Background: an optimization exercise with open tools, aiming at small area. Do not read the settings as production practice.
Only simulation tests tie the RTL to the original design; equivalence was not proved.
The flow treats the clock pin as an ideal source, which a real chip does not have.

// cam_repl
module cam_repl #(
    parameter int DATA_SIZE = 19,
    parameter int DEPTH     = 16,
    parameter int IDX_W     = $clog2(DEPTH),
    parameter int NSEARCH   = 3
) (
    input  logic                         clk,
    input  logic                         rst,
    input  logic                         flush,
    input  logic                         inv_en,
    input  logic [IDX_W-1:0]             inv_idx,
    input  logic                         wr_en,
    input  logic [IDX_W-1:0]             wr_idx,
    input  logic                         ins_en,
    input  logic [DATA_SIZE-1:0]         wdata,
    input  logic [IDX_W-1:0]             addr,
    output logic [DATA_SIZE-1:0]         data,
    output logic                         vld,
    input  logic [NSEARCH*DATA_SIZE-1:0] rdata,
    output logic [NSEARCH*DEPTH-1:0]     hit,
    output logic [NSEARCH-1:0]           hit_any,
    output logic [NSEARCH*IDX_W-1:0]     hit_idx,
    output logic [NSEARCH-1:0]           multi,
    output logic                         ins_done,
    output logic [IDX_W-1:0]             ins_idx,
    output logic                         full
);
Size in the first run: ~2500 cells after synthesis, ~330 flip-flops, about 190 I/O pins, ~0.026 sq mm of cells after synthesis.
Settings: LEC_CHECK=0, ABC_AREA=1, CAP_MARGIN=10, CORE_MARGIN=2, CORE_UTILIZATION=40, GPL_TIMING_DRIVEN=0, SETUP_SLACK_MARGIN=0.2, SLEW_MARGIN=10; clock period 8.0 ns.
standard.sh (not shown) runs the stock make flow with config.mk's settings and CLKGATE_MAP_FILE= SYNTH_SCRIPT=/design/flow/synth_recipe.tcl, a recipe that flattens the netlist after the stock synthesis.
==> flow/flow/run.sh <==
#!/bin/bash
# Own layout flow: the standard layout (standard.sh) with these changes:
#  * Synthesis is synth_recipe.tcl unchanged except that, right before
#    Yosys's abc call, every 2-input XOR (XNOR) gate is mapped to an
#    inverted sky130_fd_sc_hd__xnor2_1 (xor2_1) (flow/xor_map.v), and abc
#    runs flow/abc_area.script (three rounds of area-oriented mapping with
#    choices) on the rest. The register mapping is untouched.
#  * Port buffers: sky130_fd_sc_hd__buf_1 on outputs (flow/pre_gpl.tcl),
#    sky130_fd_sc_hd__buf_2 on inputs.
#  * The resizer may not use buf_12 or buf_16 (flow/no_big_buf.tcl, run
#    before the resize, CTS and global-route steps).
#  * CTS uses clkbuf_8 in clusters of up to 14 sinks and inserts no dummy
#    loads.
# Every tool writes its full output to ORFS's per-step logs under orfs/logs;
# make's own output goes to make.log in this folder.
set -euo pipefail
W=$PWD
{
  head -n 1 synth_recipe.tcl
  cat <<'T'
proc abc {args} {
  set i [lsearch -exact $args -script]
  if { $i >= 0 } { lset args [expr {$i + 1}] $::env(OWN_ABC_SCRIPT) }
  yosys techmap -map $::env(OWN_XOR_MAP)
  yosys abc {*}$args
}
T
  tail -n +2 synth_recipe.tcl
} > "$W/own_synth.tcl"
sed "s#SYNTH_SCRIPT=[^ ]*#SYNTH_SCRIPT=$W/own_synth.tcl#" standard.sh > "$W/own_standard.sh"
grep -q "SYNTH_SCRIPT=$W/own_synth.tcl" "$W/own_standard.sh"
export OWN_ABC_SCRIPT="$W/flow/abc_area.script"
export OWN_XOR_MAP="$W/flow/xor_map.v"
export PRE_GLOBAL_PLACE_TCL="$W/flow/pre_gpl.tcl"
export BUFFER_PORTS_ARGS="-inputs -buffer_cell sky130_fd_sc_hd__buf_2"
export PRE_RESIZE_TCL="$W/flow/no_big_buf.tcl"
export PRE_CTS_TCL="$W/flow/no_big_buf.tcl"
export PRE_GLOBAL_ROUTE_TCL="$W/flow/no_big_buf.tcl"
export CTS_ARGS="-sink_clustering_enable -repair_clock_nets -buf_list sky130_fd_sc_hd__clkbuf_8 -sink_clustering_size 14 -sink_clustering_max_diameter 60 -dont_use_dummy_load"
bash "$W/own_standard.sh" > "$W/make.log" 2>&1
==> flow/flow/xor_map.v <==
module \$_XOR_ (input A, input B, output Y);
  wire t;
  sky130_fd_sc_hd__xnor2_1 _TECHMAP_REPLACE_ (.A(A), .B(B), .Y(t));
  \$_NOT_ inv (.A(t), .Y(Y));
endmodule
module \$_XNOR_ (input A, input B, output Y);
  wire t;
  sky130_fd_sc_hd__xor2_1 _TECHMAP_REPLACE_ (.A(A), .B(B), .X(t));
  \$_NOT_ inv (.A(t), .Y(Y));
endmodule
Other scripts of this flow, unchanged in this note and not shown: flow/flow/abc_area.script, flow/flow/no_big_buf.tcl, flow/flow/pre_gpl.tcl
The first run produced a clean layout.
Edit:
--- a/flow/flow/run.sh
+++ b/flow/flow/run.sh
@@ -2,7 +2,5 @@
 # Own layout flow: the standard layout (standard.sh) with these changes:
-#  * Synthesis is synth_recipe.tcl unchanged except that, right before
-#    Yosys's abc call, every 2-input XOR (XNOR) gate is mapped to an
-#    inverted sky130_fd_sc_hd__xnor2_1 (xor2_1) (flow/xor_map.v), and abc
+#  * Synthesis is synth_recipe.tcl unchanged except that Yosys's abc call
 #    runs flow/abc_area.script (three rounds of area-oriented mapping with
-#    choices) on the rest. The register mapping is untouched.
+#    choices). The register mapping is untouched.
 #  * Port buffers: sky130_fd_sc_hd__buf_1 on outputs (flow/pre_gpl.tcl),
@@ -23,3 +21,2 @@
   if { $i >= 0 } { lset args [expr {$i + 1}] $::env(OWN_ABC_SCRIPT) }
-  yosys techmap -map $::env(OWN_XOR_MAP)
   yosys abc {*}$args
@@ -32,3 +29,2 @@
 export OWN_ABC_SCRIPT="$W/flow/abc_area.script"
-export OWN_XOR_MAP="$W/flow/xor_map.v"
 export PRE_GLOBAL_PLACE_TCL="$W/flow/pre_gpl.tcl"
removed: flow/flow/xor_map.v
After rerunning:
- This time the run died in global routing (5_1_grt) (GRT-0116)
- synthesized area goes down by 5.4%
- synthesized cell count goes up by 8.0%
Edit:
--- a/flow/flow/run.sh
+++ b/flow/flow/run.sh
@@ -2,5 +2,7 @@
 # Own layout flow: the standard layout (standard.sh) with these changes:
-#  * Synthesis is synth_recipe.tcl unchanged except that Yosys's abc call
+#  * Synthesis is synth_recipe.tcl unchanged except that, right before
+#    Yosys's abc call, every 2-input XOR (XNOR) gate is mapped to an
+#    inverted sky130_fd_sc_hd__xnor2_1 (xor2_1) (flow/xor_map.v), and abc
 #    runs flow/abc_area.script (three rounds of area-oriented mapping with
-#    choices). The register mapping is untouched.
+#    choices) on the rest. The register mapping is untouched.
 #  * Port buffers: sky130_fd_sc_hd__buf_1 on outputs (flow/pre_gpl.tcl),
@@ -21,2 +23,3 @@
   if { $i >= 0 } { lset args [expr {$i + 1}] $::env(OWN_ABC_SCRIPT) }
+  yosys techmap -map $::env(OWN_XOR_MAP)
   yosys abc {*}$args
@@ -29,2 +32,3 @@
 export OWN_ABC_SCRIPT="$W/flow/abc_area.script"
+export OWN_XOR_MAP="$W/flow/xor_map.v"
 export PRE_GLOBAL_PLACE_TCL="$W/flow/pre_gpl.tcl"
==> flow/flow/xor_map.v (new file) <==
module \$_XOR_ (input A, input B, output Y);
  wire t;
  sky130_fd_sc_hd__xnor2_1 _TECHMAP_REPLACE_ (.A(A), .B(B), .Y(t));
  \$_NOT_ inv (.A(t), .Y(Y));
endmodule
module \$_XNOR_ (input A, input B, output Y);
  wire t;
  sky130_fd_sc_hd__xor2_1 _TECHMAP_REPLACE_ (.A(A), .B(B), .X(t));
  \$_NOT_ inv (.A(t), .Y(Y));
endmodule
CAP_MARGIN = 12   (was 10)
CORE_UTILIZATION = 45   (was 40)
SLEW_MARGIN = 12   (was 10)
The new run ran to the end with no violations.
Synthesized area grows by 5.7%.
Synthesized cell count fell by 7.4%.
Edit:
--- a/flow/flow/run.sh
+++ b/flow/flow/run.sh
@@ -11,3 +11,3 @@
 #    before the resize, CTS and global-route steps).
-#  * CTS uses clkbuf_8 in clusters of up to 14 sinks and inserts no dummy
+#  * CTS uses clkbuf_4 in clusters of up to 8 sinks and inserts no dummy
 #    loads.
@@ -38,3 +38,3 @@
 export PRE_GLOBAL_ROUTE_TCL="$W/flow/no_big_buf.tcl"
-export CTS_ARGS="-sink_clustering_enable -repair_clock_nets -buf_list sky130_fd_sc_hd__clkbuf_8 -sink_clustering_size 14 -sink_clustering_max_diameter 60 -dont_use_dummy_load"
+export CTS_ARGS="-sink_clustering_enable -repair_clock_nets -buf_list sky130_fd_sc_hd__clkbuf_4 -sink_clustering_size 8 -sink_clustering_max_diameter 50 -dont_use_dummy_load"
 bash "$W/own_standard.sh" > "$W/make.log" 2>&1
Outcome: Synthesized cell count is unchanged. Hold slack barely changes. Final area hardly moves. Core utilization went down by 0.11 points. First-iteration DRC count went down by 0.84%. Non-clock buffer count is unchanged. Clock-buffer cell count went up by 19. Clock skew went up by 0.080 ns. Setup slack improves by 0.058 ns. Critical path depth is unchanged.

-- re-timing with driven ports --
The results above use ideal ports. As a check the final layouts listed here were re-extracted and re-timed, cells and wires unchanged.
Step 1 sets driving cells, clkbuf_16 on the clock port and buf_2 on the other inputs (assumed; they add their load-dependent delay and slew).
Step 2 times the ports against the registers' clock, not the clock port: input delays grow and output delays shrink by t, the midpoint of the rising clock arrivals with the driver on.
Slacks: ideal ports / drivers / drivers and shift; pairs: ideal ports / drivers.
run | t, ns | setup WS [ns] | worst setup path after step 2 | clock arrival spread, ns
the first run | 0.661 | 1.196 / 1.169 / 1.018 | input to register | 0.095 / 0.094
the third run | 0.644 | 1.275 / 1.252 / 0.991 | input to register | 0.070 / 0.070
the fourth run | 0.861 | 1.333 / 1.308 / 1.028 | input to register | 0.150 / 0.150
After both steps setup and hold are still met in every run listed. For the fourth run, which loses most, drivers alone change the setup slack by -0.025 ns; drivers and shift together by -0.305 ns.
